Context: an optimization exercise on an open-source flow, tuned for small area, a short achievable clock period and few clock cycles per item. The choices shown serve that exercise and are no tape-out recipe. At most, simulation tests tie the RTL to the original design; equivalence was not proved. Power figures rest on the tool's default switching activity, not on a simulated workload.

==> flow/design.v <==
package second_pipe_pkg;
    typedef enum logic [5-1:0] {
        op_none = 5'd0,
        op_add  = 5'd1,
        op_addu = 5'd2,
        op_sub  = 5'd3,
        op_subu = 5'd4,
        op_slt  = 5'd5,
        op_sltu = 5'd6,
        op_and  = 5'd7,
        op_or   = 5'd8,
        op_xor  = 5'd9,
        op_nor  = 5'd10,
        op_sll  = 5'd11,
        op_srl  = 5'd12,
        op_sra  = 5'd13,
        op_lui  = 5'd14
    } alu_op_t;
    typedef struct packed {
        alu_op_t                op;
        logic [32-1:0]     a;
        logic [32-1:0]     b;
        logic                   wr_en;
        logic [5-1:0] wr_addr;
        logic [14-1:0]      exc;
    } dec_t;
    typedef struct packed {
        logic                   wr_en;
        logic [5-1:0] wr_addr;
        logic [32-1:0]     wr_data;
        logic [14-1:0]      exc;
    } res_t;
endpackage
module issue_capture (
    input  logic clk,
    input  logic reset,
    input  logic in_req,
    output logic in_ack,
    input  logic out_req,
    input  logic out_ack,
    output logic take
);
    assign take = in_req && !in_ack && !out_req && !out_ack;
    always_ff @(posedge clk) begin
        if (reset) in_ack <= 1'b0;
        else       in_ack <= in_req && (in_ack || take);
    end
endmodule
module alu_execute (
    input  logic [32-1:0]     instr,
    input  logic [1:0]             pc_lo,
    input  logic [32-1:0]     rs_val,
    input  logic [32-1:0]     rt_val,
    input  logic [14-1:0]      exc_in,
    input  logic                   is_nop,
    output logic                   wr_ok,
    output logic [5-1:0] wr_addr,
    output logic [32-1:0]     wr_data,
    output logic [14-1:0]      exc
);
    logic [5:0]  opcode;
    logic [5:0]  funct;
    logic        rtype;
    logic        itype;
    logic        legal;
    logic        sub;
    logic        ov_op;
    logic        uns;
    logic [1:0]  lop;
    logic        lui;
    logic [31:0] b;
    logic [31:0] bx;
    logic [32:0] sum;
    logic        ovf;
    logic        lt;
    logic [31:0] lres;
    logic [4:0]  sh;
    logic        sh_left;
    logic        fill;
    logic [31:0] sh_in;
    logic [31:0] sh_out;
    logic [31:0] sh_res;
    assign opcode = instr[31:26];
    assign funct  = instr[5:0];
    assign rtype  = (opcode == 6'b000000);
    assign itype  = (opcode[5:3] == 3'b001);
    assign legal = rtype ? ((funct[5:3] == 3'b100) ||
                            (funct[5:1] == 5'b10101) ||
                            (funct[5:3] == 3'b000 && funct[1:0] != 2'b01))
                         : itype;
    logic ri;
    assign ri = !opcode[3];
    assign b = ri ? rt_val :
               {{16{instr[15] & ~opcode[2]}}, instr[15:0]};
    assign sub = ri ? (funct[1] & ~funct[2]) : (opcode[1] & ~opcode[2]);
    assign bx  = b ^ {32{sub}};
    logic [33:0] sum_c;
    assign sum_c = {1'b0, rs_val, 1'b1} + {1'b0, bx, sub};
    assign sum   = sum_c[33:1];
    assign ov_op = rtype ? (funct[5:2] == 4'b1000 && !funct[0])
                         : (opcode == 6'b001000);
    assign ovf   = (rs_val[31] == bx[31]) && (sum[31] != rs_val[31]);
    assign uns = ri ? funct[0] : opcode[0];
    assign lt  = uns ? !sum[32] :
                 ((rs_val[31] != b[31]) ? rs_val[31] : sum[31]);
    logic [31:0] p;
    logic [31:0] g;
    logic [31:0] lui_v;
    assign p     = rs_val ^ bx;
    assign g     = rs_val & bx;
    assign lop   = ri ? funct[1:0] : opcode[1:0];
    assign lui   = !ri;
    assign lui_v = {instr[15:0], 16'h0000};
    always_comb begin
        case (lop)
            2'b00:   lres = g;
            2'b01:   lres = p | g;
            2'b10:   lres = p;
            default: lres = lui ? lui_v : ~(p | g);
        endcase
    end
    assign sh      = funct[2] ? rs_val[4:0] : instr[10:6];
    assign sh_left = !funct[1];
    assign fill    = funct[0] & rt_val[31];
    always_comb begin
        for (int i = 0; i < 32; i++) sh_in[i] = sh_left ? rt_val[31-i] : rt_val[i];
    end
    assign sh_out = $unsigned($signed({fill, sh_in}) >>> sh);
    always_comb begin
        for (int i = 0; i < 32; i++) sh_res[i] = sh_left ? sh_out[31-i] : sh_out[i];
    end
    logic sel_sh;
    logic sel_lt;
    logic sel_log;
    logic sel_sum;
    assign sel_sh  = ri & ~funct[5];
    assign sel_lt  = ri ? (funct[5] & funct[3]) : (~opcode[2] & opcode[1]);
    assign sel_log = ri ? (funct[5] & ~funct[3] & funct[2]) : opcode[2];
    assign sel_sum = ri ? (funct[5] & ~funct[3] & ~funct[2]) : (~opcode[2] & ~opcode[1]);
    assign wr_data = ({32{sel_sh}} & sh_res) | ({32{sel_log}} & lres) |
                     ({32{sel_sum}} & sum[31:0]) | {31'd0, sel_lt & lt};
    assign wr_addr = ri ? instr[15:11] : instr[20:16];
    assign wr_ok   = legal && !is_nop;
    always_comb begin
        exc = exc_in;
        if (ov_op && ovf && !is_nop)  exc[1] = 1'b1;
        if (!legal && !is_nop)        exc[2] = 1'b1;
        if (pc_lo != 2'b00)           exc[6] = 1'b1;
    end
endmodule
module result_handshake (
    input  logic clk,
    input  logic reset,
    input  logic take,
    output logic out_req,
    input  logic out_ack
);
    always_ff @(posedge clk) begin
        if (reset) out_req <= 1'b0;
        else       out_req <= take || (out_req && !out_ack);
    end
endmodule
module second_pipe_top (
    input  logic                   clk,
    input  logic                   reset,
    input  logic                   in_req,
    output logic                   in_ack,
    input  logic [32-1:0]     instr,
    input  logic [32-1:0]     pc,
    input  logic [32-1:0]     rs_val,
    input  logic [32-1:0]     rt_val,
    input  logic [14-1:0]      exc_in,
    input  logic                   is_nop,
    output logic                   out_req,
    input  logic                   out_ack,
    output logic                   wr_en,
    output logic [5-1:0] wr_addr,
    output logic [32-1:0]     wr_data,
    output logic [14-1:0]      exc_out
);
    logic                   x_wr_ok;
    logic [5-1:0] x_wr_addr;
    logic [32-1:0]     x_wr_data;
    logic [14-1:0]      x_exc;
    logic                   take;
    logic                   wr_ok_q;
    alu_execute u_execute (
        .instr(instr), .pc_lo(pc[1:0]), .rs_val(rs_val), .rt_val(rt_val),
        .exc_in(exc_in), .is_nop(is_nop),
        .wr_ok(x_wr_ok), .wr_addr(x_wr_addr), .wr_data(x_wr_data), .exc(x_exc)
    );
    issue_capture u_capture (
        .clk(clk), .reset(reset), .in_req(in_req), .in_ack(in_ack),
        .out_req(out_req), .out_ack(out_ack), .take(take)
    );
    result_handshake u_result (
        .clk(clk), .reset(reset), .take(take),
        .out_req(out_req), .out_ack(out_ack)
    );
    always_ff @(posedge clk) begin
        if (!out_req) begin
            wr_ok_q <= x_wr_ok;
            wr_addr <= x_wr_addr;
            wr_data <= x_wr_data;
            exc_out <= x_exc;
        end
    end
    assign wr_en = wr_ok_q && (exc_out == '0);
endmodule
==> flow/config.mk <==
export PLATFORM = sky130hd
export DESIGN_NAME = second_pipe_top
export DESIGN_NICKNAME = second_pipe_top
export VERILOG_FILES = /design/flow/design.v
export SDC_FILE = /design/flow/constraint.sdc
export NUM_CORES = 4
export LEC_CHECK = 0
export ABC_AREA = 1
export CAP_MARGIN = 20
export CORE_MARGIN = 2
export CORE_UTILIZATION = 40
export SETUP_SLACK_MARGIN = 1.5
export SLEW_MARGIN = 20
==> flow/constraint.sdc <==
create_clock -name core_clock -period 5.0 [get_ports {clk}]
set_input_delay 1.0000 -clock core_clock [delete_from_list [all_inputs] [get_ports {clk}]]
set_output_delay 1.0000 -clock core_clock [all_outputs]
set_load 0.01 [all_outputs]
standard.sh (not shown) runs the stock make flow with config.mk's settings and CLKGATE_MAP_FILE= SYNTH_SCRIPT=/design/flow/synth_recipe.tcl, a recipe that flattens the netlist after the stock synthesis.
==> flow/flow/run.sh <==
#!/bin/bash
# The standard layout (standard.sh, ORFS make), with plain buffers on
# the ports instead of the delay cells buffer_ports picks by default.
# Each ORFS step logs to its own file under orfs/logs; make's output goes
# to make.log and the DEF export's to write_def.log.
set -euo pipefail
export BUFFER_PORTS_ARGS="-buffer_cell sky130_fd_sc_hd__buf_2"
export ADDER_MAP_FILE=
bash standard.sh > make.log 2>&1
Testbench counts at the start, summed over its fixed seeds: cycles 19,985, items 8,000.
Rerun with:
--- a/flow/design.v
+++ b/flow/design.v
@@ -92,19 +92,42 @@
     assign ri = !opcode[3];
     assign b = ri ? rt_val :
                {{16{instr[15] & ~opcode[2]}}, instr[15:0]};
     assign sub = ri ? (funct[1] & ~funct[2]) : (opcode[1] & ~opcode[2]);
     assign bx  = b ^ {32{sub}};
-    logic [33:0] sum_c;
-    assign sum_c = {1'b0, rs_val, 1'b1} + {1'b0, bx, sub};
-    assign sum   = sum_c[33:1];
+    logic [31:0] ap;
+    logic [31:0] ag;
+    logic [31:0] sp [0:5];
+    logic [31:0] sg [0:5];
+    logic [32:0] cy;
+    assign ap = rs_val ^ bx;
+    assign ag = rs_val & bx;
+    assign sp[0] = ap;
+    assign sg[0] = {ag[31:1], ag[0] | (ap[0] & sub)};
+    always_comb begin
+        for (int k = 0; k < 5; k++) begin
+            for (int i = 0; i < 32; i++) begin
+                if (i[k]) begin
+                    sg[k+1][i] = sg[k][i] | (sp[k][i] & sg[k][((i >> k) << k) - 1]);
+                    sp[k+1][i] = sp[k][i] & sp[k][((i >> k) << k) - 1];
+                end else begin
+                    sg[k+1][i] = sg[k][i];
+                    sp[k+1][i] = sp[k][i];
+                end
+            end
+        end
+    end
+    assign cy[0] = sub;
+    always_comb begin
+        for (int i = 0; i < 32; i++) cy[i+1] = sg[5][i];
+    end
+    assign sum = {cy[32], ap ^ cy[31:0]};
     assign ov_op = rtype ? (funct[5:2] == 4'b1000 && !funct[0])
                          : (opcode == 6'b001000);
     assign ovf   = (rs_val[31] == bx[31]) && (sum[31] != rs_val[31]);
     assign uns = ri ? funct[0] : opcode[0];
-    assign lt  = uns ? !sum[32] :
-                 ((rs_val[31] != b[31]) ? rs_val[31] : sum[31]);
+    assign lt  = !sum[32] ^ (!uns & (rs_val[31] ^ b[31]));
     logic [31:0] p;
     logic [31:0] g;
     logic [31:0] lui_v;
     assign p     = rs_val ^ bx;
     assign g     = rs_val & bx;
What happened: The changed run ran to the end with no violations. Design area is lower by 8.6%. Cell count fell by 6.7%. Wire length falls by 15%. Count of clock-buffer cells in the layout does not change. Sequential power is about the same. Worst hold slack got worse by 0.0060 ns. Die area fell by 8.9%. Via count drops by 8.3%. Clock skew climbs by 0.014 ns.
The RTL of the second run of this note was laid out without a check of its function.

==> afterwards: timing with drivers on the ports <==
No port has a modelled driver above. Below, the same layouts with a new extraction and two added sets of constraints.
Step 1 (the two cells are an assumption about what drives the block):
set clk [get_ports {clk}]
set_driving_cell -lib_cell sky130_fd_sc_hd__clkbuf_16 $clk
set_driving_cell -lib_cell sky130_fd_sc_hd__buf_2 [delete_from_list [all_inputs] $clk]
Step 2 times the ports against the registers' clock, not the clock port: input delays grow and output delays shrink by t, the midpoint of the rising clock arrivals with the driver on.
a / b / c = ideal ports / drivers / drivers and shift; a / b = the first two.
run | t (ns) | setup WS [ns] | worst setup path at the end
the first run | 0.353 | 1.526 / 1.509 / 1.156 | input to register
the second run | 0.354 | 1.560 / 1.557 / 1.203 | input to register
After both steps every run listed still meets setup and hold. The setup slack of the first run, which loses most, moves by -0.017 ns with the drivers and by -0.370 ns with both steps.
